This is an optimization exercise on Yosys and OpenROAD, whose aim is small area, a short achievable clock period and few clock cycles per item, not a production implementation.
RTL that was checked went through simulation tests only; none was proved equivalent to the original.

Setup of run 1:
## battery_compensated_angle_from_adc
module battery_compensated_angle_from_adc (
    input  wire logic                  clk,
    input  wire logic                  rst_n,
    input  wire logic                  in_valid,
    output logic                       in_ready,
    input  wire logic [7:0]            in_code_byte0,
    input  wire logic [7:0]            in_code_byte1,
    input  wire logic [7:0]            in_code_byte2,
    input  wire logic [bcaa_pkg::BATT_W-1:0]     in_battery_count,
    input  wire logic                  in_zero_request,
    input  wire logic                  cfg_valid,
    output logic                       cfg_ready,
    input  wire logic [bcaa_pkg::CFG_IDX_W-1:0]  cfg_index,
    input  wire logic [bcaa_pkg::CFG_DATA_W-1:0] cfg_data,
    output logic                       out_valid,
    input  wire logic                  out_ready,
    output logic      [bcaa_pkg::ANGLE_W-1:0]    out_angle_q8,
    output logic                       out_denominator_fault,
    output logic                       out_offset_taken
);
Size in the first run: about 240 flip-flops, roughly 72 I/O pins, roughly 18000 µm² of cells after synthesis.
clock: 7.5 ns
lec_check: 0
cap_margin: 20
core_margin: 2
core_utilization: 40
setup_slack_margin: 3.5
slew_margin: 20
run.sh (not shown) runs the stock make flow with config.mk's settings and CLKGATE_MAP_FILE= SYNTH_SCRIPT=/design/flow/synth_recipe.tcl, a recipe that flattens the netlist after the stock synthesis.
Edits applied to the flow inputs when going from run 1 to run 2:
--- a/flow/design.v
+++ b/flow/design.v
@@ -218,34 +218,42 @@
         end else if (dfinal && dstep) begin
             dbusy_n = 1'b0;
         end else if (dstep) begin
             dcnt_n  = dcnt + 1'b1;
         end
         dfinal_n = dbusy_n && (dcnt_n == 4'(NSTEP - 1));
         fpos_n   = fpos + 2'(consume);
     end
     logic        dovf_now;
     assign dovf_now = (dcnt == 4'd0) ? (drem >= dden) : dovf;
-    logic [24:0] t1, t2;
-    logic [25:0] e1, e2;
-    logic [23:0] r1;
+    logic [25:0] x4;
+    logic [26:0] s1, s2, s3;
+    logic [26:0] c3s, c3c;    
+    logic        ge1, ge2, ge3;
     logic [23:0] rem_next;
     logic [1:0]  qdig;
     always_comb begin
-        t1 = {drem, dlow[5]};
-        e1 = {1'b0, t1} - {2'b0, dden};
-        qdig[1] = !e1[25];
-        r1 = qdig[1] ? e1[23:0] : t1[23:0];
-        t2 = {r1, dlow[4]};
-        e2 = {1'b0, t2} - {2'b0, dden};
-        qdig[0] = !e2[25];
-        rem_next = qdig[0] ? e2[23:0] : t2[23:0];
+        x4 = {drem, dlow[5:4]};
+        s1 = {1'b0, x4} - {3'b0, dden};
+        s2 = {1'b0, x4} - {2'b0, dden, 1'b0};
+        c3s = {1'b0, x4} ^ ~{3'b0, dden} ^ ~{2'b0, dden, 1'b0};
+        c3c = ({1'b0, x4} & ~{3'b0, dden}) | ({1'b0, x4} & ~{2'b0, dden, 1'b0})
+            | (~{3'b0, dden} & ~{2'b0, dden, 1'b0});
+        s3 = 27'(({c3s, 1'b1} + {c3c[25:0], 1'b1, 1'b1}) >> 1);
+        ge1 = !s1[26];
+        ge2 = !s2[26];
+        ge3 = !s3[26];
+        if (ge3)      rem_next = s3[23:0];
+        else if (ge2) rem_next = s2[23:0];
+        else if (ge1) rem_next = s1[23:0];
+        else          rem_next = x4[23:0];
+        qdig = {ge2, ge3 | (ge1 & ~ge2)};
     end
     always_ff @(posedge clk or negedge rst_n)
         if (!rst_n) begin
             dbusy <= 1'b0;
             dcnt  <= '0;
             rv    <= 1'b0;
         end else begin
             dbusy <= dbusy_n;
             dcnt  <= dcnt_n;
             if (dfinal && dstep)
Results
No stage failed in run 2, and the final checks on the layout all came back clean.
From run 1 to run 2 the numbers moved as follows: number of gates given a new drive strength after cts lost 74; sequential share of cell area lost 0.69 points; via count went up 1712; insertion delay to the later sink of the worst-skew pair ~0 delta.
Final worst setup slack, run 1 and run 2: higher on run 2
Between run 2 and run 1, the clock network contribution to total cell area does not differ in any meaningful way.
Relative to run 1, number of fill cells increased by about 13% in run 2.
The met2 wirelength from detailed routing reported for run 2 is greater than that of run 1 by 2600 µm.
Post-synthesis instance total of run 2 exceeds that of run 1 by more than 10%.
No functional check of the RTL was part of any run of this note.

--- another note on this design; it stands on its own ---

Design battery_compensated_angle_from_adc, start of the top module:
module battery_compensated_angle_from_adc (
    input  wire logic                  clk,
    input  wire logic                  rst_n,
    input  wire logic                  in_valid,
    output logic                       in_ready,
    input  wire logic [7:0]            in_code_byte0,
    input  wire logic [7:0]            in_code_byte1,
    input  wire logic [7:0]            in_code_byte2,
    input  wire logic [bcaa_pkg::BATT_W-1:0]     in_battery_count,
    input  wire logic                  in_zero_request,
    input  wire logic                  cfg_valid,
    output logic                       cfg_ready,
    input  wire logic [bcaa_pkg::CFG_IDX_W-1:0]  cfg_index,
    input  wire logic [bcaa_pkg::CFG_DATA_W-1:0] cfg_data,
    output logic                       out_valid,
    input  wire logic                  out_ready,
    output logic      [bcaa_pkg::ANGLE_W-1:0]    out_angle_q8,
    output logic                       out_denominator_fault,
    output logic                       out_offset_taken
);
For scale: roughly 3,300 cells after synthesis, about 380 flip-flops.
==> flow/config.mk <==
export PLATFORM = sky130hd
export DESIGN_NAME = battery_compensated_angle_from_adc
export DESIGN_NICKNAME = battery_compensated_angle_from_adc
export VERILOG_FILES = /design/flow/design.v
export SDC_FILE = /design/flow/constraint.sdc
export NUM_CORES = 4
export LEC_CHECK = 0
export CAP_MARGIN = 20
export CORE_MARGIN = 2
export CORE_UTILIZATION = 40
export SETUP_SLACK_MARGIN = 3.75
export SLEW_MARGIN = 20
==> flow/constraint.sdc <==
create_clock -name core_clock -period 7.5 [get_ports {clk}]
set_input_delay 1.5000 -clock core_clock [delete_from_list [all_inputs] [get_ports {clk}]]
set_output_delay 1.5000 -clock core_clock [all_outputs]
set_load 0.01 [all_outputs]
run.sh (not shown) runs the stock make flow with config.mk's settings and CLKGATE_MAP_FILE= SYNTH_SCRIPT=/design/flow/synth_recipe.tcl, a recipe that flattens the netlist after the stock synthesis.
Testbench counts at the start, summed over its fixed seeds: cycles 7,320, items 1,600.
Rerun with:
--- a/flow/config.mk
+++ b/flow/config.mk
@@ -9,4 +9,4 @@
 export CORE_MARGIN = 2
 export CORE_UTILIZATION = 40
-export SETUP_SLACK_MARGIN = 3.75
+export SETUP_SLACK_MARGIN = 3.25
 export SLEW_MARGIN = 20
What happened: The new run passed the timing, design-rule and antenna checks. Routed wire length shrinks by about 4%. Global-route usage is lower by 0.64 points. Design area goes down by about 4.4%. Via count came out lower by about 2.2%. Setup slack got worse by 0.17 ns. Area after synthesis is unchanged.

re-timing with driven ports:
How much do the figures lean on ideal ports? The routed layouts below were timed once more, with nothing changed but the port constraints. Step 1 (the two cells are an assumption about what drives the block):
set clk [get_ports {clk}]
set_driving_cell -lib_cell sky130_fd_sc_hd__clkbuf_16 $clk
set_driving_cell -lib_cell sky130_fd_sc_hd__buf_2 [delete_from_list [all_inputs] $clk]
Step 2 also shifts input and output timing later by t, the mid clock arrival at the registers, as if the neighbouring blocks saw the same clock. Three values: ideal ports, drivers, drivers and shift; two values: the first two.
| run | t (ns) | slack for setup (ns) | hold slack, ns | worst slew at a driven data input, ns | pins driven straight from the clock port |
|---|---|---|---|---|---|
| run 1 | 0.615 | 2.693 / 2.693 / 2.693 | 0.422 / 0.422 / 0.422 | 0.05 | 1 |
| run 2 | 0.623 | 3.664 / 3.664 / 3.309 | 0.421 / 0.421 / 0.421 | 0.06 | 1 |
| the first run of note 2 | 0.659 | 3.534 / 3.534 / 3.420 | 0.420 / 0.420 / 0.420 | 0.06 | 1 |
| the second run of note 2 | 0.659 | 3.367 / 3.367 / 3.367 | 0.418 / 0.418 / 0.418 | 0.05 | 1 |
After both steps every run listed still meets setup and hold. For run 2, which loses most, drivers alone change the setup slack by 0.000 ns; drivers and shift together by -0.355 ns.
